Background: an optimization exercise with open tools, aiming at small area, a short achievable clock period and few clock cycles per item. Do not read the settings as production practice.
Function was checked by simulation only, so behaviour that the tests miss may differ from the original.
Power and IR drop assume default switching activity.

Setup of lane 1:
Design roberts_cross_gradient, start of the top module:
module roberts_cross_gradient
#(
   parameter int MAX_WIDTH  = rcg_pkg::DEF_MAX_WIDTH,
   parameter int MAX_HEIGHT = rcg_pkg::DEF_MAX_HEIGHT
)(
   input  logic                     clock,
   input  logic                     reset,
   input  logic                     csr_wr_en,
   input  logic [rcg_pkg::CSR_WIDTH-1:0]     csr_wr_data,
   input  logic                     req_valid,
   output logic                     req_ready,
   input  logic [rcg_pkg::PIX_W-1:0]         req_pixel,
   input  logic                     req_start_of_frame,
   output logic                     rsp_valid,
   input  logic                     rsp_ready,
   output logic [rcg_pkg::ROW_W-1:0]         rsp_out_row,
   output logic [rcg_pkg::COL_W-1:0]         rsp_out_col,
   output logic signed [rcg_pkg::GRAD_W-1:0] rsp_diag_grad,
   output logic signed [rcg_pkg::GRAD_W-1:0] rsp_anti_grad,
   output logic [rcg_pkg::MAG_W-1:0]         rsp_magnitude,
   output logic                     rsp_last
);
Settings: LEC_CHECK=0, CAP_MARGIN=20, CORE_MARGIN=2, CORE_UTILIZATION=70, CTS_CLUSTER_DIAMETER=80, CTS_CLUSTER_SIZE=25, SETUP_SLACK_MARGIN=4.0, SLEW_MARGIN=20; clock period 7.0 ns.
run.sh (not shown) runs the stock make flow with config.mk's settings and CLKGATE_MAP_FILE= SYNTH_SCRIPT=/design/flow/synth_recipe.tcl, a recipe that flattens the netlist after the stock synthesis.
Testbench counts of lane 1, summed over its fixed seeds: cycles 20,259, items 17,628.
[inputs] lane 2 vs lane 1
--- a/flow/design.v
+++ b/flow/design.v
@@ -149,19 +149,18 @@
    output logic signed [rcg_pkg::GRAD_W-1:0] rsp_anti_grad,
    output logic [rcg_pkg::MAG_W-1:0]         rsp_magnitude,
    output logic                     rsp_last
 );
    localparam int CW = $clog2(MAX_WIDTH);       
    localparam int RW = $clog2(MAX_HEIGHT);      
    localparam logic [13:0] CUT = 14'b11_1111_1111_1100;
    localparam int NST = 15;   
    logic adv;    
-   logic adv_d;  
    logic            rdy_ff, sk_v, sk_sof;
    logic [7:0]      sk_p;
    logic            a_v, a_z, a_c0;
    logic [7:0]      a_p;
    logic [CW-1:0]   a_col;
    logic            origin;
    logic [CW:0]     ncol;          
    logic [CW:0]     weff;          
    logic            acc, a_free, src_v, src_sof, ent_z, wrap;
@@ -231,23 +230,18 @@
          grp[g] = '0;
          for (int k = 0; k < 16; k++) grp[g] |= line_mem[16*g+k] & {8{b_lq[g/4][k]}};
       end
       for (int q = 0; q < 4; q++) begin
          b_rq[q] = '0;
          for (int g = 4*q; g < 4*q+4; g++) b_rq[q] |= grp[g] & {8{b_g[g%4]}};
       end
       b_p = b_pq[0] | b_pq[1] | b_pq[2] | b_pq[3];
    end
-   logic            wr_ff;
-   always_ff @(posedge clock) begin
-      if (reset) wr_ff <= 1'b0;
-      else       wr_ff <= adv_d & (adv ? a_v : b_v);
-   end
    always_ff @(posedge clock) begin
       if (reset) begin
          b_v <= 1'b0;
          b_g <= '0;
       end else if (adv) begin
          b_v <= a_v;
          b_g <= a_v ? 4'(1) << a_col[5:4] : '0;
       end
    end
@@ -255,39 +249,32 @@
       if (adv) begin
          for (int q = 0; q < 4; q++) begin
             b_pq[q] <= (a_col[7:6] == 2'(q)) ? a_p : '0;
             b_lq[q] <= (a_col[7:6] == 2'(q)) ? 16'(1) << a_col[3:0] : '0;
          end
          b_z  <= a_z;
          b_c0 <= a_c0;
       end
       for (int i = 0; i < MAX_WIDTH; i++)
-         if (wr_ff & b_g[(i/16)%4] & b_lq[i/64][i%16]) line_mem[i] <= b_pq[i/64];
+         if (adv & b_g[(i/16)%4] & b_lq[i/64][i%16]) line_mem[i] <= b_pq[i/64];
    end
    logic            c_v, c_z, c_c0;
    logic [7:0]      c_p, c_u, lp, ulp;
    logic [7:0]      c_uq [4];
-   logic [3:0]      c_qs;          
-   logic            c_ge;          
-   assign c_u  = c_uq[0] | c_uq[1] | c_uq[2] | c_uq[3];
-   assign c_ge = (c_qs[0] & (c_uq[0] >= lp)) | (c_qs[1] & (c_uq[1] >= lp)) |
-                 (c_qs[2] & (c_uq[2] >= lp)) | (c_qs[3] & (c_uq[3] >= lp));
+   assign c_u = c_uq[0] | c_uq[1] | c_uq[2] | c_uq[3];
    always_ff @(posedge clock) begin
       if (reset) c_v <= 1'b0;
       else if (adv) c_v <= b_v;
    end
    always_ff @(posedge clock) begin
       if (adv) begin
          c_p  <= b_p;
-         for (int q = 0; q < 4; q++) begin
-            c_uq[q] <= b_rq[q];
-            c_qs[q] <= |b_lq[q];
-         end
+         for (int q = 0; q < 4; q++) c_uq[q] <= b_rq[q];
          c_z  <= b_z;
          c_c0 <= b_c0;
       end
       if (adv & c_v) begin
          lp  <= c_p;
          ulp <= c_u;
       end
    end
    logic                     p_v  [NST];
@@ -320,19 +307,19 @@
          p_x[0]  <= $signed({1'b0, ulp}) - $signed({1'b0, c_p});
          p_y[0]  <= $signed({1'b0, c_u}) - $signed({1'b0, lp});
          for (int k = 1; k < NST; k++) begin
             p_z[k]  <= p_z[k-1];
             p_c0[k] <= p_c0[k-1];
             p_x[k]  <= p_x[k-1];
             p_y[k]  <= p_y[k-1];
          end
          d_ax <= (ulp >= c_p) ? ulp - c_p : c_p - ulp;
-         d_ay <= c_ge ? c_u - lp : lp - c_u;
+         d_ay <= (c_u >= lp) ? c_u - lp : lp - c_u;
          e_r0 <= sq_r0;
          e_r1 <= sq_r1;
          e_r2 <= sq_r2;
          e_s  <= SQ_W'(e_r0 + e_r1 + e_r2);
       end
    end
    logic [15:0] rem_c  [15];
    logic [13:0] root_c [15];
    logic [15:0] rem_q  [15];
@@ -421,19 +408,18 @@
    logic [RW-1:0]   f_row, k_row;
    logic [CW-1:0]   f_col, k_col;
    logic signed [GRAD_W-1:0] f_diag, f_anti, k_diag, k_anti;
    logic [12:0]     k_mag;
    assign adv    = adv_ff;
    assign l_res  = adv & l_v & has_res;
    assign o_more = o_v & ~o_last;
    assign o_en   = ~o_v | rsp_ready;
    assign o_take = o_en & ~o_more;           
-   assign adv_d  = k_v ? o_take : ~(l_res & ~o_take);
    always_comb begin
       f_c1  = c1;
       f_row = r1 ? '0 : pos_r;
       f_col = c1 ? '0 : pos_c;
       if (r1) begin
          f_kind = c1 ? 2'd0 : 2'd1;
          f_diag = c1 ? -p_x[LS] : -p_y[LS];
          f_anti = c1 ? -p_y[LS] : -p_x[LS];
          f_last = 1'b0;
@@ -445,20 +431,25 @@
       end
    end
    always_ff @(posedge clock) begin
       if (reset) begin
          o_v    <= 1'b0;
          k_v    <= 1'b0;
          adv_ff <= 1'b1;
       end else begin
          if (o_en) o_v <= o_more | k_v | l_res;
-         k_v    <= ~adv_d;
-         adv_ff <= adv_d;
+         if (k_v) begin
+            k_v    <= ~o_take;
+            adv_ff <= o_take;
+         end else begin
+            k_v    <= l_res & ~o_take;
+            adv_ff <= ~(l_res & ~o_take);
+         end
       end
    end
    always_ff @(posedge clock) begin
       if (~k_v & l_res & ~o_take) begin
          k_kind <= f_kind;
          k_c1   <= f_c1;
          k_row  <= f_row;
          k_col  <= f_col;
          k_diag <= f_diag;
## What came out
- Compared to lane 1, lane 2 was floorplanned on a smaller die.
- Across both runs, maximum number of pins on one net before global-route repair was lower for lane 2 than for lane 1.
- Lane 2 did not stop at any stage, and its layout met the timing, design-rule and antenna checks.
- Diff lane 2..lane 1 | number of remaining DRC errors | unchanged
- Count of mapped cells out of synthesis: lane 2 lower than lane 1
- Lane 1 → lane 2: fraction of met2 tracks used by global routing lost 2.8 points, non-clock buffer count lost about 0.4%, switching power summed over all nets picked up an extra 0.00014 W.
- Re number of inserted filler cells in the final layout: lane 2 is 251 down on lane 1.
- Summary: with lane 1 as the reference, clock buffer count in the final layout in lane 2 moved up by a few percent.
- Changes observed in lane 2 relative to lane 1: number of nets in the layout shows a reduction of 1.7%; worst clock skew shows a reduction of 0.0065 ns; floorplan row count shows a reduction of 1.
Testbench counts of lane 2, summed over its fixed seeds: cycles 20,259, items 17,628.

[re-timing with driven ports]
The flow's constraints put no driver on any port. The routed layouts listed below were extracted and timed again, unchanged, in two steps. Step 1 (the two cells are an assumption about what drives the block):
set clk [get_ports {clock}]
set_driving_cell -lib_cell sky130_fd_sc_hd__clkbuf_16 $clk
set_driving_cell -lib_cell sky130_fd_sc_hd__buf_2 [delete_from_list [all_inputs] $clk]
Step 2, shift: input delay + t, output delay - t, t = (earliest + latest rising clock arrival at the registers) / 2. This alone moves slack from input paths to output paths. a / b / c = ideal ports / drivers / drivers and shift; a / b = the first two.
run | t, ns | setup WS [ns] | worst hold slack (ns) | worst setup path at the end | cell pins on the clock port's net
lane 1 | 0.914 | 4.000 / 3.968 / 3.339 | 0.397 / 0.397 / 0.397 | input to register | 1
lane 2 | 0.899 | 3.939 / 3.939 / 3.332 | 0.418 / 0.418 / 0.418 | input to register | 1
After both steps every run listed still meets setup and hold. The setup slack of lane 1, which loses most, moves by -0.032 ns with the drivers and by -0.661 ns with both steps.
